This design comes from an exercise in tuning for small area and a short achievable clock period on the open sky130 flow, not from production work.
Function was checked by simulation only, so behaviour that the tests miss may differ from the original.
Power is estimated from default activity; no workload was simulated.

**design.v**
```verilog
package decode_pkg;
    typedef enum logic [2:0] {
        NONE      = 3'd0,
        REG       = 3'd1,
        MEM       = 3'd2,
        MODRM_REG = 3'd4
    } op_kind_t;
    typedef struct packed {
        logic pop;
        logic push;
    } stack_op_t;
    typedef struct packed {
        logic [15:0] opcode;
        logic [2:0]  size;
        op_kind_t    op0_kind;
        op_kind_t    op1_kind;
        logic [2:0]  op0_reg;
        logic [2:0]  op1_reg;
        logic [7:0]  modrm;
        logic [2:0]  seg_override;
        logic        seg_override_valid;
        stack_op_t   stack_op;
        logic        dest_valid;
        logic [2:0]  dest_reg;
    } decode_bundle_t;
    typedef struct packed {
        decode_bundle_t instr;
        logic [2:0]     op0_sel;
        logic [2:0]     op1_sel;
        logic [31:0]    op0_value;
        logic [31:0]    op1_value;
        logic [15:0]    seg_value;
        logic [31:0]    stack_address;
    } access_bundle_t;
endpackage
package regfile_pkg;
    localparam int NUM_REGS = 8;
    localparam int NUM_SEGS = 6;
    localparam logic [2:0] ESP_INDEX = 3'd4;
    localparam logic [2:0] CS_INDEX = 3'd1;
    localparam logic [2:0] SS_INDEX = 3'd2;
    localparam logic [2:0] DS_INDEX = 3'd3;
    localparam logic [2:0] SIZE_BYTE  = 3'd0;
    localparam logic [2:0] SIZE_WORD  = 3'd1;
    localparam logic [2:0] SIZE_DWORD = 3'd2;
    typedef struct packed {
        logic        en;
        logic        stack;
        logic [2:0]  number;
        logic [2:0]  size;
        logic [31:0] data;
    } reg_wb_t;
    typedef struct packed {
        logic        en;
        logic [2:0]  number;
        logic [15:0] data;
    } seg_wb_t;
endpackage
`timescale 1ns/1ps
module register_file (
    input  logic                 clk,
    input  logic                 reset,
    input  regfile_pkg::reg_wb_t wb,
    input  logic [2:0]           rd0_sel,
    input  logic [2:0]           rd1_sel,
    output logic [31:0]          rd0_value,
    output logic [31:0]          rd1_value
);
    logic [31:0] regs [regfile_pkg::NUM_REGS];
    logic [31:0] merged;
    always_comb begin
        merged = regs[wb.number];
        case (wb.size)
            regfile_pkg::SIZE_BYTE: begin
                merged[7:0] = wb.data[7:0];
            end
            regfile_pkg::SIZE_WORD: begin
                merged[15:0] = wb.data[15:0];
            end
            regfile_pkg::SIZE_DWORD: begin
                merged = wb.data;
            end
            default: begin
                merged = regs[wb.number];
            end
        endcase
    end
    always_ff @(posedge clk) begin
        if (reset) begin
            for (int i = 0; i < regfile_pkg::NUM_REGS; i++) begin
                regs[i] <= '0;
            end
        end else if (wb.en) begin
            regs[wb.number] <= merged;
        end
    end
    assign rd0_value = regs[rd0_sel];
    assign rd1_value = regs[rd1_sel];
endmodule
`timescale 1ns/1ps
module segment_register_file (
    input  logic                 clk,
    input  logic                 reset,
    input  regfile_pkg::seg_wb_t wb,
    input  logic [15:0]          write_cs,
    input  logic                 write_cs_enable,
    input  logic [2:0]           seg_override,
    input  logic                 seg_override_valid,
    output logic [15:0]          seg_value,
    output logic [15:0]          ss_value
);
    logic [15:0] segs [regfile_pkg::NUM_SEGS];
    logic [2:0]  seg_sel;
    always_ff @(posedge clk) begin
        if (reset) begin
            for (int i = 0; i < regfile_pkg::NUM_SEGS; i++) begin
                segs[i] <= '0;
            end
        end else begin
            if (wb.en && (int'(wb.number) < regfile_pkg::NUM_SEGS)) begin
                segs[wb.number] <= wb.data;
            end
            if (write_cs_enable) begin
                segs[regfile_pkg::CS_INDEX] <= write_cs;
            end
        end
    end
    assign seg_sel = seg_override_valid ? seg_override : regfile_pkg::DS_INDEX;
    assign seg_value = (int'(seg_sel) < regfile_pkg::NUM_SEGS) ? segs[seg_sel] : 16'd0;
    assign ss_value  = segs[regfile_pkg::SS_INDEX];
endmodule
`timescale 1ns/1ps
module register_access_stall (
    input  logic                 clk,
    input  logic                 reset,
    input  logic                 flush,
    input  logic                 accept,
    input  logic                 dest_valid,
    input  logic [2:0]           dest_reg,
    input  logic                 op0_used,
    input  logic [2:0]           op0_sel,
    input  logic                 op1_used,
    input  logic [2:0]           op1_sel,
    input  logic                 stack_used,
    input  regfile_pkg::reg_wb_t wb,
    output logic                 stall
);
    logic [1:0] pending [regfile_pkg::NUM_REGS];
    logic [regfile_pkg::NUM_REGS-1:0] issue;
    logic [regfile_pkg::NUM_REGS-1:0] retire;
    logic op0_busy;
    logic op1_busy;
    logic esp_busy;
    always_comb begin
        for (int i = 0; i < regfile_pkg::NUM_REGS; i++) begin
            issue[i]  = accept && dest_valid && (dest_reg == 3'(i));
            retire[i] = wb.en && (wb.number == 3'(i));
        end
    end
    always_ff @(posedge clk) begin
        if (reset || flush) begin
            for (int i = 0; i < regfile_pkg::NUM_REGS; i++) begin
                pending[i] <= 2'd0;
            end
        end else begin
            for (int i = 0; i < regfile_pkg::NUM_REGS; i++) begin
                if (issue[i] && !retire[i] && (pending[i] != 2'd3)) begin
                    pending[i] <= pending[i] + 2'd1;
                end else if (retire[i] && !issue[i] && (pending[i] != 2'd0)) begin
                    pending[i] <= pending[i] - 2'd1;
                end
            end
        end
    end
    assign op0_busy = op0_used && (pending[op0_sel] != 2'd0);
    assign op1_busy = op1_used && (pending[op1_sel] != 2'd0);
    assign esp_busy = stack_used && (pending[regfile_pkg::ESP_INDEX] != 2'd0);
    assign stall    = op0_busy || op1_busy || esp_busy;
endmodule
`timescale 1ns/1ps
module stack_pointer_tracker (
    input  logic                  clk,
    input  logic                  reset,
    input  logic                  accept,
    input  decode_pkg::stack_op_t stack_op,
    input  logic [2:0]            size,
    input  logic [15:0]           ss_value,
    input  regfile_pkg::reg_wb_t  wb,
    output logic [31:0]           stack_address
);
    logic [31:0] esp_work;
    logic [31:0] step;
    logic [31:0] esp_push;
    logic [31:0] esp_pop;
    logic [31:0] ss_base;
    logic        reload;
    assign step     = (size == regfile_pkg::SIZE_WORD) ? 32'd2 : 32'd4;
    assign esp_push = esp_work - step;
    assign esp_pop  = esp_work + step;
    assign ss_base = {12'd0, ss_value, 4'd0};
    assign reload = wb.en && !wb.stack && (wb.number == regfile_pkg::ESP_INDEX);
    always_comb begin
        if (stack_op.pop) begin
            stack_address = ss_base + esp_work;
        end else if (stack_op.push) begin
            stack_address = ss_base + esp_push;
        end else begin
            stack_address = 32'd0;
        end
    end
    always_ff @(posedge clk) begin
        if (reset) begin
            esp_work <= 32'd0;
        end else if (reload) begin
            esp_work <= wb.data;
        end else if (accept && stack_op.push) begin
            esp_work <= esp_push;
        end else if (accept && stack_op.pop) begin
            esp_work <= esp_pop;
        end
    end
endmodule
`timescale 1ns/1ps
module register_access_top (
    input  logic                       clk,
    input  logic                       reset,
    input  logic                       flush,
    input  logic [15:0]                write_cs,
    input  logic                       write_cs_enable,
    input  logic                       d_valid,
    output logic                       d_ready,
    input  logic [48:0]                d_bundle_bits,
    output logic                       r_valid,
    input  logic                       r_ready,
    output logic [166:0]               r_bundle_bits,
    input  logic [39:0]                wb_reg_bits,
    input  logic [19:0]                wb_seg_bits
);
    decode_pkg::decode_bundle_t d_bundle;
    decode_pkg::access_bundle_t r_bundle;
    regfile_pkg::reg_wb_t       wb_reg;
    regfile_pkg::seg_wb_t       wb_seg;
    assign d_bundle      = d_bundle_bits;
    assign wb_reg        = wb_reg_bits;
    assign wb_seg        = wb_seg_bits;
    assign r_bundle_bits = r_bundle;
    logic [2:0]  op0_sel;
    logic [2:0]  op1_sel;
    logic        op0_used;
    logic        op1_used;
    logic        stack_used;
    logic [31:0] op0_value;
    logic [31:0] op1_value;
    logic [15:0] seg_value;
    logic [15:0] ss_value;
    logic [31:0] stack_address;
    logic        stall;
    logic        accept;
    decode_pkg::access_bundle_t next_bundle;
    function automatic logic [2:0] operand_sel(
        input decode_pkg::op_kind_t kind,
        input logic [2:0]           reg_field,
        input logic [7:0]           modrm
    );
        operand_sel = (kind == decode_pkg::MODRM_REG) ? modrm[2:0] : reg_field;
    endfunction
    function automatic logic operand_reads_reg(input decode_pkg::op_kind_t kind);
        operand_reads_reg = (kind == decode_pkg::REG) || (kind == decode_pkg::MODRM_REG);
    endfunction
    assign op0_sel = operand_sel(d_bundle.op0_kind, d_bundle.op0_reg, d_bundle.modrm);
    assign op1_sel = operand_sel(d_bundle.op1_kind, d_bundle.op1_reg, d_bundle.modrm);
    assign op0_used   = d_valid && operand_reads_reg(d_bundle.op0_kind);
    assign op1_used   = d_valid && operand_reads_reg(d_bundle.op1_kind);
    assign stack_used = d_valid && (d_bundle.stack_op.push || d_bundle.stack_op.pop);
    assign d_ready = !stall && (!r_valid || r_ready);
    assign accept  = d_valid && d_ready;
    always_comb begin
        next_bundle               = '0;
        next_bundle.instr         = d_bundle;
        next_bundle.op0_sel       = op0_sel;
        next_bundle.op1_sel       = op1_sel;
        next_bundle.op0_value     = op0_value;
        next_bundle.op1_value     = op1_value;
        next_bundle.seg_value     = seg_value;
        next_bundle.stack_address = stack_address;
    end
    always_ff @(posedge clk) begin
        if (reset || flush) begin
            r_valid <= 1'b0;
        end else if (accept) begin
            r_valid <= 1'b1;
        end else if (r_ready) begin
            r_valid <= 1'b0;
        end
    end
    always_ff @(posedge clk) begin
        if (accept) begin
            r_bundle <= next_bundle;
        end
    end
    register_file register_file0 (
        .clk       (clk),
        .reset     (reset),
        .wb        (wb_reg),
        .rd0_sel   (op0_sel),
        .rd1_sel   (op1_sel),
        .rd0_value (op0_value),
        .rd1_value (op1_value)
    );
    segment_register_file segment_register_file0 (
        .clk                (clk),
        .reset              (reset),
        .wb                 (wb_seg),
        .write_cs           (write_cs),
        .write_cs_enable    (write_cs_enable),
        .seg_override       (d_bundle.seg_override),
        .seg_override_valid (d_bundle.seg_override_valid),
        .seg_value          (seg_value),
        .ss_value           (ss_value)
    );
    register_access_stall register_access_stall0 (
        .clk        (clk),
        .reset      (reset),
        .flush      (flush),
        .accept     (accept),
        .dest_valid (d_bundle.dest_valid),
        .dest_reg   (d_bundle.dest_reg),
        .op0_used   (op0_used),
        .op0_sel    (op0_sel),
        .op1_used   (op1_used),
        .op1_sel    (op1_sel),
        .stack_used (stack_used),
        .wb         (wb_reg),
        .stall      (stall)
    );
    stack_pointer_tracker stack_pointer_tracker0 (
        .clk           (clk),
        .reset         (reset),
        .accept        (accept),
        .stack_op      (d_bundle.stack_op),
        .size          (d_bundle.size),
        .ss_value      (ss_value),
        .wb            (wb_reg),
        .stack_address (stack_address)
    );
endmodule
```
**constraint.sdc**
```tcl
create_clock -name core_clock -period 5.0 [get_ports {clk}]
set_input_delay 1.0000 -clock core_clock [delete_from_list [all_inputs] [get_ports {clk}]]
set_output_delay 1.0000 -clock core_clock [all_outputs]
set_load 0.01 [all_outputs]
```
**config.mk**
```make
export PLATFORM = sky130hd
export DESIGN_NAME = register_access_top
export DESIGN_NICKNAME = register_access_top
export VERILOG_FILES = /design/flow/design.v
export SDC_FILE = /design/flow/constraint.sdc
export NUM_CORES = 4
export LEC_CHECK = 0
export CAP_MARGIN = 20
export CORE_MARGIN = 2
export CORE_UTILIZATION = 40
export SLEW_MARGIN = 20
```
**run.sh**
```bash
#!/bin/bash
# synth_recipe.tcl (not shown) runs the flow's synth.tcl, then flattens the netlist and writes it again
# the make line also repeats each setting of config.mk as NAME=value (left out here)
make -C /OpenROAD-flow-scripts/flow DESIGN_CONFIG=/design/flow/config.mk WORK_HOME=/design/flow/orfs CLKGATE_MAP_FILE= SYNTH_SCRIPT=/design/flow/synth_recipe.tcl finish
```
==> results.py <==
metrics = {
    "timing": {
        "tightest_slew_ps": 1150,
        "setup_slack_ps": 115,
        "finalClockSkew_ps": 20.8,
        "whs_ps": 477,
        "fmax_mhz": 205,
        "slew_headroom_pct": 23.0,
        "final-hold-violation-count": 0,
        "rsz0062_at_grt": "false",
        "fin_crit_sh_pct": 97.7,
        "slew_viol_final": 0,
        "finalSetupViolCount": 0,
        "fin_crit_ps": 4890,
    },
    "global_route": {
        "grt_pass1_wl_um": 149000,
        "globalRoute.busiestLayer": "met2",
        "grt_pass1_vias": 25200,
        "grtUsageMet1_pct": 32.4,
        "grtUsageMet3_pct": 3.86,
        "antenna_found_initial": 10,
        "grt_overflow": 0,
        "grt_max_degree": 130,
        "track_usage_pct": 24.8,
        "grtUsageMet2_pct": 41.6,
    },
    "synthesis": {
        "avgSynthCellArea_um2": 10.1,
        "syn_inst": 3001,
        "async_flop_share_pct": 0,
        "syn_nets": 3175,
        "synth-edff-count": 519,
        "synth_top_area_share_pct": 51.5,
        "synth_largest_area_cell": "edfxtp_1",
        "synth_cell_types": 83,
        "ys_seq_elements": 568,
        "synth_warnings": 6,
        "synth_top_flop_cell": "edfxtp_1",
        "seq_area_frac_synth_pct": 54.8,
        "synth_area_leaders": "edfxtp_1 (52%), nand2_1 (7.1%), and2_1 (5.7%)",
        "syn_area_um2": 30300,
    },
    "clock_network": {
        "path_clk_slew_ps": 60,
        "cts.sinks": 568,
        "insertion_delay_ps": 610,
        "root_buffer": "clkbuf_16",
        "htreeDepth": 3,
        "numCtsBuffers": 67,
        "clockBufferDepth": 3,
        "cts_tree": "done",
    },
    "critical_path": {
        "reg2reg_slack_ps": 330,
        "critPathKind": "in2reg",
        "max_stage_delay_ps": 560,
        "crit_required_ps": 5320,
        "cp-end-kind": "register",
        "cp_slowest_cell": "or4_4",
        "crit_buf_inv": 3,
        "r2r_cells": 17,
        "crit_family": "simple AND/OR/NAND/NOR gates",
        "critPathLaunchType": "primary input",
        "critical_path_cell_count": 20,
        "crit_fanout": 6,
        "r2r-end": "r_bundle[27]",
        "r2r_start": "stack_pointer_tracker0.esp_work[1]",
        "crit_chain": "clkbuf_2, nor2_4, nand2_4, inv_4, ha_4, inv_1, fa_2, or4_4, or3_4, xnor2_2, ha_2, or3_4, or4_4, a21oi_4, o311ai_4, a31oi_4, o21ai_4, and4bb_2, xnor2_1, o22ai_1",
        "cp.arrival_ps": 5200,
    },
    "job": {
        "maxCapViolations": 0,
    },
    "floorplanning": {
        "start_util_pct": 40.5,
        "core_area_um2": 74700,
        "die_x_um": 279,
        "num_rows": 100,
        "die_y_um": 279,
        "ios": 300,
        "die_area_um2": 77900,
    },
    "route": {
        "viasPerCell": 5.71,
        "wl_per_cell_um": 22.4,
        "drcViolationCount": 0,
        "ant_nets": 0,
        "drt_iter0_markers": 2805,
        "routed_wl_um": 97600,
        "dr.pass1.iters": 8,
        "num_vias": 24900,
    },
    "power": {
        "p_per_area_nw_per_um2": 385,
        "peakVddDrop_uv": 252,
        "power.leakage_nw": 14.1,
    },
    "finish": {
        "regArea_um2": 16600,
        "area_delta_synth_final_pct": 23.6,
        "layout_commonest_cell": "nand2_1",
        "final_util_pct": 50.1,
        "multi_input_area_um2": 13100,
        "n_fill_cell": 6621,
        "layout.cells.non_filler": 4350,
        "nNetsFinal": 3500,
        "layout-drive-gt1-share_pct": 10.3,
        "layout_common_cells": "nand2_1 (570), edfxtp_1 (519), clkdlybuf4s50_1 (294)",
    },
    "place": {
        "gp_congestion": 0.891,
        "dp.cells": 4222,
        "dp_hpwl_um": 64700,
        "place_ws_ps": -1050,
        "port_buffers": 299,
    },
    "min_path": {
        "whs_endpoint": "stack_pointer_tracker0.esp_work[0]",
        "hold_start": "stack_pointer_tracker0.esp_work[0]",
        "hold_depth": 2,
        "worstHoldPathType": "reg2reg",
    },
    "outcome": {
        "status": "no timing/DRC/antenna violations",
    },
}
[worst max path at each step]
stage                            startpoint           end  slack, ps
final                     d_bundle_bits[32]  r_bundle[27]        110
after CTS                 d_bundle_bits[31]  r_bundle[27]         70
after floorplan           d_bundle_bits[31]  r_bundle[27]        -50
after detailed placement  d_bundle_bits[31]  r_bundle[28]      -1050
after global placement    d_bundle_bits[31]  r_bundle[28]      -1010
after global routing      d_bundle_bits[32]  r_bundle[27]          1
[metrics by stage]
step | instance area (µm²) | power (W) | TNS (ps)
global placement | 35100 | 0.00946 | -11830
global route | 37400 | 0.0150 | 0
floorplan | 30300 | 0.00791 | -53.4
detailed placement | 35100 | 0.00952 | -13740
finish | 37400 | 0.0144 | 0
CTS | 37300 | 0.0144 | 0
[tightest hold or removal path, cell delays in order (launching register included)]
cell and delay, ps:
dfxtp_1 320, nand2_1 60, a21oi_1 50
[kinds of logic (layout without fill, tap and decap cells)]
logic type / after synthesis / after routing / share of synthesized area [%]
AOI/OAI and AO/OA: 490 / 490 / 10.9
xor gates and xnor gates: 78 / 78 / 2.28
adders and majority gates: 43 / 43 / 1.88
buffers and inverters: 242 / 615 / 3.13
DFF: 568 / 568 / 54.8
muxes: 98 / 98 / 3.26
other: 0 / 7 / 0
and+or+nand+nor: 1482 / 1482 / 23.8
[synth_stat cells, types with 20 or more instances]
cell type / instances
nand2_1: 571
edfxtp_1: 519
and2_1: 276
nand3_1: 210
nor2_1: 183
clkbuf_1: 156
a21oi_1: 142
mux2i_1: 93
o21ai_0: 78
nor3_1: 51
dfxtp_1: 49
inv_1: 47
xnor2_1: 45
a22oi_1: 43
ha_1: 39
nor4_1: 38
xor2_1: 32
or2_2: 31
a22o_1: 30
nor3b_1: 30
a221o_1: 28
buf_1: 23
o22ai_1: 22
a221oi_1: 20
nand2b_1: 20
[per-layer routing]
metal  up-vias  share of wire, %
met5         -             0.011
met4         2               3.0
met3       199               7.0
met2      1037                48
met1     12200                42
li1      11500                 -
[state kept, by name, summed over array words and instances, names as in the netlist]
signal and flops:
r_bundle 167, r_valid 1, register_access_stall0.pending 16, register_file0.regs 256, segment_register_file0.segs 96, stack_pointer_tracker0.esp_work 32
[where the power goes]
part / internal (W) / switching, W
sequential: 0.00562 / 0.000255
clock: 0.00272 / 0.00202
combinational: 0.00172 / 0.00206
[what timing repair did]
| action | 4_1_cts | 5_1_grt |
|---|---|---|
| endpoints found under the setup margin | 14 | 8 |
| hold buffers | 0 | 0 |
| resized for setup | 17 | 17 |
| pin swaps | 3 | 17 |
| buffers inserted | 3 | 2 |
| cloned | 0 | 0 |
[final cells by class]
type,instances,area share [%]
flip-flops and latches,568,44.3
multi-input cells,2191,34.9
repair buffers,449,11.4
clock buffers,88,4.80
well taps,969,3.24
clock inverters,29,0.779
inverters,49,0.522
diodes,7,0.0468

-- static timing again, ports no longer ideal --
Ports are ideal in the flow. The routed layout listed here was re-timed in OpenROAD. Step 1, drivers: a clkbuf_16 drives clk and a buf_2 each remaining input, both assumed. Step 2, shift: input delay + t, output delay - t, t = (earliest + latest rising clock arrival at the registers) / 2. This alone moves slack from input paths to output paths. a / b / c = ideal / step 1 / step 2; a / b = the first two.
t (ns): 0.665
setup WS [ns]: 0.115 / 0.119 / -0.509
hold slack, ns: 0.477 / 0.477 / 0.477
latest minus earliest clock arrival (ns): 0.022 / 0.022
slew at the worst register clock pin (ns): 0.07 / 0.07
Met with ideal ports but missed after step 2: setup timing in this run. For this run, drivers alone change the setup slack by +0.004 ns; drivers and shift together by -0.624 ns.
